Source: an optimization exercise on an open RTL-to-GDS flow (aim: small area). Production flows keep margins and buffers that such runs may drop.
In this exercise RTL edits were held to simulation tests only and were not proved equivalent to the original.
Power is estimated from default activity; no workload was simulated.

== job 9862 ==
==> flow/design.v <==
package isq_pkg;
	localparam int CAPACITY   = 16;
	localparam int DATA_WIDTH = 32;
	localparam int IDX_W      = $clog2(CAPACITY);
	localparam int CNT_W      = $clog2(CAPACITY + 1);
	localparam int REQ_W    = 3;
	localparam int POS_W    = 5;
	localparam int WORD_W   = 32;
	localparam int STATUS_W = 2;
	localparam int COUNT_W  = 5;
	localparam logic [REQ_W-1:0] REQ_PUSH_BACK  = 3'd0;
	localparam logic [REQ_W-1:0] REQ_PUSH_FRONT = 3'd1;
	localparam logic [REQ_W-1:0] REQ_POP_FRONT  = 3'd2;
	localparam logic [REQ_W-1:0] REQ_POP_BACK   = 3'd3;
	localparam logic [REQ_W-1:0] REQ_INSERT     = 3'd4;
	localparam logic [REQ_W-1:0] REQ_REMOVE     = 3'd5;
	localparam logic [REQ_W-1:0] REQ_GET        = 3'd6;
	localparam logic [REQ_W-1:0] REQ_CLEAR      = 3'd7;
	localparam logic [STATUS_W-1:0] STS_OK    = 2'd0;
	localparam logic [STATUS_W-1:0] STS_EMPTY = 2'd1;
	localparam logic [STATUS_W-1:0] STS_RANGE = 2'd2;
	localparam logic [STATUS_W-1:0] STS_FULL  = 2'd3;
	localparam logic [1:0] OP_NONE  = 2'd0;
	localparam logic [1:0] OP_OPEN  = 2'd1;
	localparam logic [1:0] OP_CLOSE = 2'd2;
	localparam logic [1:0] OP_CLEAR = 2'd3;
	typedef struct packed {
		logic                  load;
		logic [1:0]            op;
		logic [IDX_W-1:0]      at;
		logic                  rd_en;
		logic [DATA_WIDTH-1:0] word;
	} isq_cmd_t;
	typedef struct packed {
		logic [CNT_W-1:0] count;
	} isq_sts_t;
endpackage
module indexed_sequence_store_core (
	input  logic        clk,
	input  logic        arst_n,
	input  logic        req_valid,
	output logic        req_ready,
	input  logic [2:0]  req_type,
	input  logic [4:0]  req_position,
	input  logic [31:0] req_data_in,
	output logic        rsp_valid,
	input  logic        rsp_ready,
	output logic [31:0] rsp_read_data,
	output logic [1:0]  rsp_status,
	output logic [4:0]  rsp_element_count
);
	logic [31:0] mem_q [16];
	logic [3:0]  perm_q [16];
	logic [4:0]  count_q;
	logic        valid_q;
	logic [1:0]  status_q;
	logic        rd_q;
	logic [3:0]  slot_q;
	logic        accept;
	logic        full, empty;
	logic        ins, rem, get, clr, dec;
	logic [1:0]  status_d;
	logic [3:0]  p;
	logic [3:0]  pslot;
	assign req_ready = !valid_q || rsp_ready;
	assign accept    = req_valid && req_ready;
	assign rsp_valid = valid_q;
	assign rsp_status = status_q;
	assign rsp_element_count = count_q;
	assign full  = count_q[4];
	assign empty = (count_q == 5'd0);
	always_comb begin
		ins      = 1'b0;
		rem      = 1'b0;
		get      = 1'b0;
		clr      = 1'b0;
		dec      = 1'b0;
		status_d = 2'd0;
		p        = req_position[3:0];
		case (req_type)
			3'd0: begin
				p = count_q[3:0];
				if (full) status_d = 2'd3; else ins = 1'b1;
			end
			3'd1: begin
				p = 4'd0;
				if (full) status_d = 2'd3; else ins = 1'b1;
			end
			3'd2: begin
				p = 4'd0;
				if (empty) status_d = 2'd1; else rem = 1'b1;
			end
			3'd3: begin
				if (empty) status_d = 2'd1; else dec = 1'b1;
			end
			3'd4: begin
				if (req_position > count_q) status_d = 2'd2;
				else if (full) status_d = 2'd3;
				else ins = 1'b1;
			end
			3'd5: begin
				if (req_position >= count_q) status_d = 2'd2; else rem = 1'b1;
			end
			3'd6: begin
				if (req_position >= count_q) status_d = 2'd2; else get = 1'b1;
			end
			default: clr = 1'b1;
		endcase
	end
	logic [15:0] pd, gt;
	always_comb begin
		for (int i = 0; i < 16; i++) pd[i] = (p == 4'(i));
		gt[0] = 1'b0;
		for (int i = 1; i < 16; i++) gt[i] = gt[i-1] | pd[i-1];
	end
	logic [63:0] perm_flat;
	always_comb begin
		for (int i = 0; i < 16; i++) perm_flat[4*i +: 4] = perm_q[i];
	end
	isq_pick16 u_pick (.tbl(perm_flat), .sel(pd), .y(pslot));
	always_ff @(posedge clk or negedge arst_n) begin
		if (!arst_n) begin
			valid_q <= 1'b0;
		end else if (accept) begin
			valid_q <= 1'b1;
		end else if (rsp_ready) begin
			valid_q <= 1'b0;
		end
	end
	always_ff @(posedge clk) begin
		if (accept) begin
			status_q <= status_d;
			rd_q     <= get;
			slot_q   <= pslot;
		end
	end
	always_ff @(posedge clk or negedge arst_n) begin
		if (!arst_n) begin
			count_q <= 5'd0;
		end else if (accept) begin
			if (clr) count_q <= 5'd0;
			else if (ins) count_q <= count_q + 5'd1;
			else if (rem || dec) count_q <= count_q - 5'd1;
		end
	end
	logic [15:0] sh_up, sh_dn, put, hold;
	logic [3:0]  ent [16];
	always_comb begin
		for (int i = 0; i < 16; i++) begin
			sh_up[i] = accept && ins && gt[i];
			put[i]   = accept && ((ins && pd[i]) || (rem && i == 15));
			sh_dn[i] = accept && rem && i < 15 && (gt[i] || pd[i]);
			hold[i]  = !(sh_up[i] || sh_dn[i] || put[i]);
		end
	end
	isq_sel3 u_sel_0 (
		.q  (perm_q[0]),  .h (hold[0]),
		.a  (perm_q[1]),  .ea (sh_dn[0]),
		.b  (perm_q[15]), .eb (put[0]),
		.y  (ent[0])
	);
	isq_sel3 u_sel_15 (
		.q  (perm_q[15]), .h (hold[15]),
		.a  (perm_q[14]), .ea (sh_up[15]),
		.b  (pslot),      .eb (put[15]),
		.y  (ent[15])
	);
	for (genvar i = 1; i < 15; i++) begin : g_ent
		isq_sel4 u_sel (
			.q  (perm_q[i]),   .h (hold[i]),
			.lo (perm_q[i-1]), .u (sh_up[i]),
			.hi (perm_q[i+1]), .d (sh_dn[i]),
			.nw (perm_q[15]),  .p (put[i]),
			.y  (ent[i])
		);
	end
	always_ff @(posedge clk or negedge arst_n) begin
		if (!arst_n) begin
			for (int i = 0; i < 16; i++) perm_q[i] <= 4'(i);
		end else begin
			for (int i = 0; i < 16; i++) perm_q[i] <= ent[i];
		end
	end
	logic [15:0] we, keep;
	logic [31:0] mem_d [16];
	always_comb begin
		for (int s = 0; s < 16; s++) begin
			we[s]   = accept && ins && perm_q[15] == 4'(s);
			keep[s] = !we[s];
		end
	end
	for (genvar s = 0; s < 16; s++) begin : g_slot
		isq_wsel u_wsel (
			.q    (mem_q[s]),
			.keep (keep[s]),
			.d    (req_data_in),
			.load (we[s]),
			.y    (mem_d[s])
		);
	end
	always_ff @(posedge clk) begin
		for (int s = 0; s < 16; s++) mem_q[s] <= mem_d[s];
	end
	logic [15:0]  rsel;
	logic [511:0] mem_flat;
	always_comb begin
		for (int i = 0; i < 16; i++) begin
			rsel[i] = rd_q && slot_q == 4'(i);
			mem_flat[32*i +: 32] = mem_q[i];
		end
	end
	isq_rdmux u_rd (.words(mem_flat), .sel(rsel), .y(rsp_read_data));
endmodule
module isq_sel4 (
	input  logic [3:0] q,
	input  logic       h,
	input  logic [3:0] lo,
	input  logic       u,
	input  logic [3:0] hi,
	input  logic       d,
	input  logic [3:0] nw,
	input  logic       p,
	output logic [3:0] y
);
	assign y = (q & {4{h}}) | (lo & {4{u}}) | (hi & {4{d}}) | (nw & {4{p}});
endmodule
module isq_sel3 (
	input  logic [3:0] q,
	input  logic       h,
	input  logic [3:0] a,
	input  logic       ea,
	input  logic [3:0] b,
	input  logic       eb,
	output logic [3:0] y
);
	assign y = (q & {4{h}}) | (a & {4{ea}}) | (b & {4{eb}});
endmodule
module isq_pick16 (
	input  logic [63:0] tbl,
	input  logic [15:0] sel,
	output logic [3:0]  y
);
	always_comb begin
		y = 4'd0;
		for (int i = 0; i < 16; i++) y = y | (tbl[4*i +: 4] & {4{sel[i]}});
	end
endmodule
module isq_rdmux (
	input  logic [511:0] words,
	input  logic [15:0]  sel,
	output logic [31:0]  y
);
	always_comb begin
		y = 32'd0;
		for (int i = 0; i < 16; i++) y = y | (words[32*i +: 32] & {32{sel[i]}});
	end
endmodule
module isq_wsel (
	input  logic [31:0] q,
	input  logic        keep,
	input  logic [31:0] d,
	input  logic        load,
	output logic [31:0] y
);
	assign y = (q & {32{keep}}) | (d & {32{load}});
endmodule
clock: 5.0 ns
lec_check: 0
cap_margin: 20
core_margin: 2
core_utilization: 75
cts_buf_list: sky130_fd_sc_hd__clkbuf_8
cts_cluster_diameter: 50
cts_cluster_size: 16
place_density: 0.85
slew_margin: 20
synth_hierarchical: 1
synth_minimum_keep_size: 0
standard.sh (not shown) runs the stock make flow with config.mk's settings and CLKGATE_MAP_FILE= SYNTH_SCRIPT=/design/flow/synth_recipe.tcl, a recipe that flattens the netlist after the stock synthesis.
==> flow/flow/run.sh <==
#!/bin/bash
# Standard layout, with the port buffers made of the smallest buffer cell
# and clock tree synthesis without dummy clock loads.
CTS="-sink_clustering_enable -repair_clock_nets -dont_use_dummy_load -sink_clustering_size 16 -sink_clustering_max_diameter 50 -buf_list sky130_fd_sc_hd__clkbuf_8"
bash standard.sh "BUFFER_PORTS_ARGS=-buffer_cell sky130_fd_sc_hd__buf_1" "CTS_ARGS=$CTS" finish > standard.log 2>&1
The flow did not stop early for job 9862: all stages ran, and the layout cleared the timing, design-rule and antenna checks.
### job 9862 -> job 7729
- PLACE_DENSITY: 0.85 -> 0.9
- CORE_UTILIZATION: 75 -> 80
- CTS_CLUSTER_DIAMETER: 50 -> 55
- CTS_CLUSTER_SIZE: 16 -> 18
-- flow/flow/run.sh --
<<< job 9862, line 4
CTS="-sink_clustering_enable -repair_clock_nets -dont_use_dummy_load -sink_clustering_size 16 -sink_clustering_max_diameter 50 -buf_list sky130_fd_sc_hd__clkbuf_8"
>>> job 7729, line 4
CTS="-sink_clustering_enable -repair_clock_nets -dont_use_dummy_load -sink_clustering_size 18 -sink_clustering_max_diameter 55 -buf_list sky130_fd_sc_hd__clkbuf_8"
## What came out
Going from job 9862 to job 7729, via count picked up an extra 447, relative max-transition margin lost 5.2 points, power after layout lost 1.0%.
Between job 7729 and job 9862, it is job 7729 whose part of the power in registers is higher, by 0.7 points.
Floorplan row count in job 7729 is 3.1% lower than in job 9862
Any difference in power dissipated by switching net loads between job 9862 and job 7729 is small enough to ignore.
Job 7729 -> job 9862: number of sequential cells flat
Job 7729 reports a higher global-route usage than job 9862 does.
Comparing job 7729 with job 9862, the final design instance area without fill came out essentially unchanged.
Relative to job 9862, smallest setup slack after layout has decreased by 0.035 ns in job 7729.
Relative to job 7729, the following input files were edited for job 8141:
- changing CORE_UTILIZATION from 80 to 75
- changing PLACE_DENSITY from 0.9 to 0.85
- changing CTS_CLUSTER_DIAMETER from 55 to 45
==> flow/flow/run.sh <==
#!/bin/bash
# Standard layout, with the port buffers made of the smallest buffer cell.
bash standard.sh "BUFFER_PORTS_ARGS=-buffer_cell sky130_fd_sc_hd__buf_1" finish > standard.log 2>&1
### Flow results
Delta (job 8141 minus job 7729): area added between synthesis and finish went up by 2.1 points, final layout net count was more or less identical, final number of hold-violating endpoints comparable.
In the flow results for job 8141 and job 7729, the total internal power is larger on job 8141.
Summary: with job 7729 as the reference, first-iteration DRC count in job 8141 moved down by more than 10%.
Status: first-pass GRT wire length parity (job 8141, job 7729)
Delta(worst setup slack, job 8141 - job 7729) < 0
Job 8141 ends up with lower combinational group share of total power than job 7729 does.
[compare] base=job 7729 new=job 8141: final non-filler cell area +2.1%; clock-buffer cell count went up by 9.
Job 8141 and job 7729 all finish clean.
Inputs modified between job 8141 and job 4854:
- CORE_UTILIZATION: 75 -> 70
- CTS_CLUSTER_DIAMETER: 45 -> 55
- PLACE_DENSITY: 0.85 -> 0.8
==> flow/flow/run.sh <==
#!/bin/bash
# Standard layout, with the port buffers made of the smallest buffer cell
# and clock tree synthesis without dummy clock loads.
CTS="-sink_clustering_enable -repair_clock_nets -dont_use_dummy_load -sink_clustering_size 18 -sink_clustering_max_diameter 55 -buf_list sky130_fd_sc_hd__clkbuf_8"
bash standard.sh "BUFFER_PORTS_ARGS=-buffer_cell sky130_fd_sc_hd__buf_1" "CTS_ARGS=$CTS" finish > standard.log 2>&1
[summary]
| shortest period the worst path allows | job 4854 vs job 8141 | better |. On job 4854: total of fill cells in the finished design is about 24% higher than what job 8141 gave. Between job 4854 and job 8141, it is job 4854 whose sequential power share is higher, by 6.8 points. Compared with job 8141, in job 4854 share of total power in the clock network decreased 8.0 points, combinational group share of total power higher, worst max-slew margin expressed relative to the limit grew by 2.5 points. Looking only at number of standard-cell rows in the floorplan, and setting everything else aside, the lower value of job 8141 and job 4854 goes to job 8141. Number of iterations in the first detailed-routing pass (lower): job 4854. Core outline area in job 4854 vs job 8141: up about 7%. Job 4854: worst slack at placement is 0.053 ns higher than what job 8141 reported.
[inputs] job 736 vs job 4854
- a change of PLACE_DENSITY from 0.8 to 0.85
- a change of CORE_UTILIZATION from 70 to 75
--- outcome ---
- As far as sequential cell area goes, job 4854 and job 736 are indistinguishable; the numbers are identical.
- Diff job 736..job 4854 | portion of the layout cell area used by clock cells | negligible
- The lower met1 track demand over resource of job 736 and job 4854 is in job 4854.
- Lower half-perimeter wire length after placement among job 736 and job 4854: job 736

[port drivers added, routing unchanged]
How much do the figures lean on ideal ports? The routed layouts below were timed once more, with nothing changed but the port constraints.
Step 1 sets driving cells, clkbuf_16 on the clock port and buf_2 on the other inputs (assumed; they add their load-dependent delay and slew).
Step 2 adds t to the input delays and takes it off the output delays; t is the mean of the earliest and latest rising clock arrival at the registers after step 1. Input paths then give back, and output paths get back, about the clock's delay inside the block.
Slacks: ideal / step 1 / step 2; pairs: ideal / step 1.
run | shift t [ns] | slack for setup (ns) | worst data-port slew with drivers (ns)
job 9862 | 0.643 | 0.690 / 0.640 / 0.671 | 0.06
job 7729 | 0.621 | 0.656 / 0.609 / 0.798 | 0.06
job 8141 | 0.688 | 0.552 / 0.501 / 0.593 | 0.06
job 4854 | 0.647 | 0.621 / 0.566 / 0.739 | 0.07
job 736 | 0.623 | 0.637 / 0.585 / 0.607 | 0.06
After both steps every run listed still meets setup and hold. The setup slack of job 736, which loses most, moves by -0.052 ns with the drivers and by -0.030 ns with both steps.
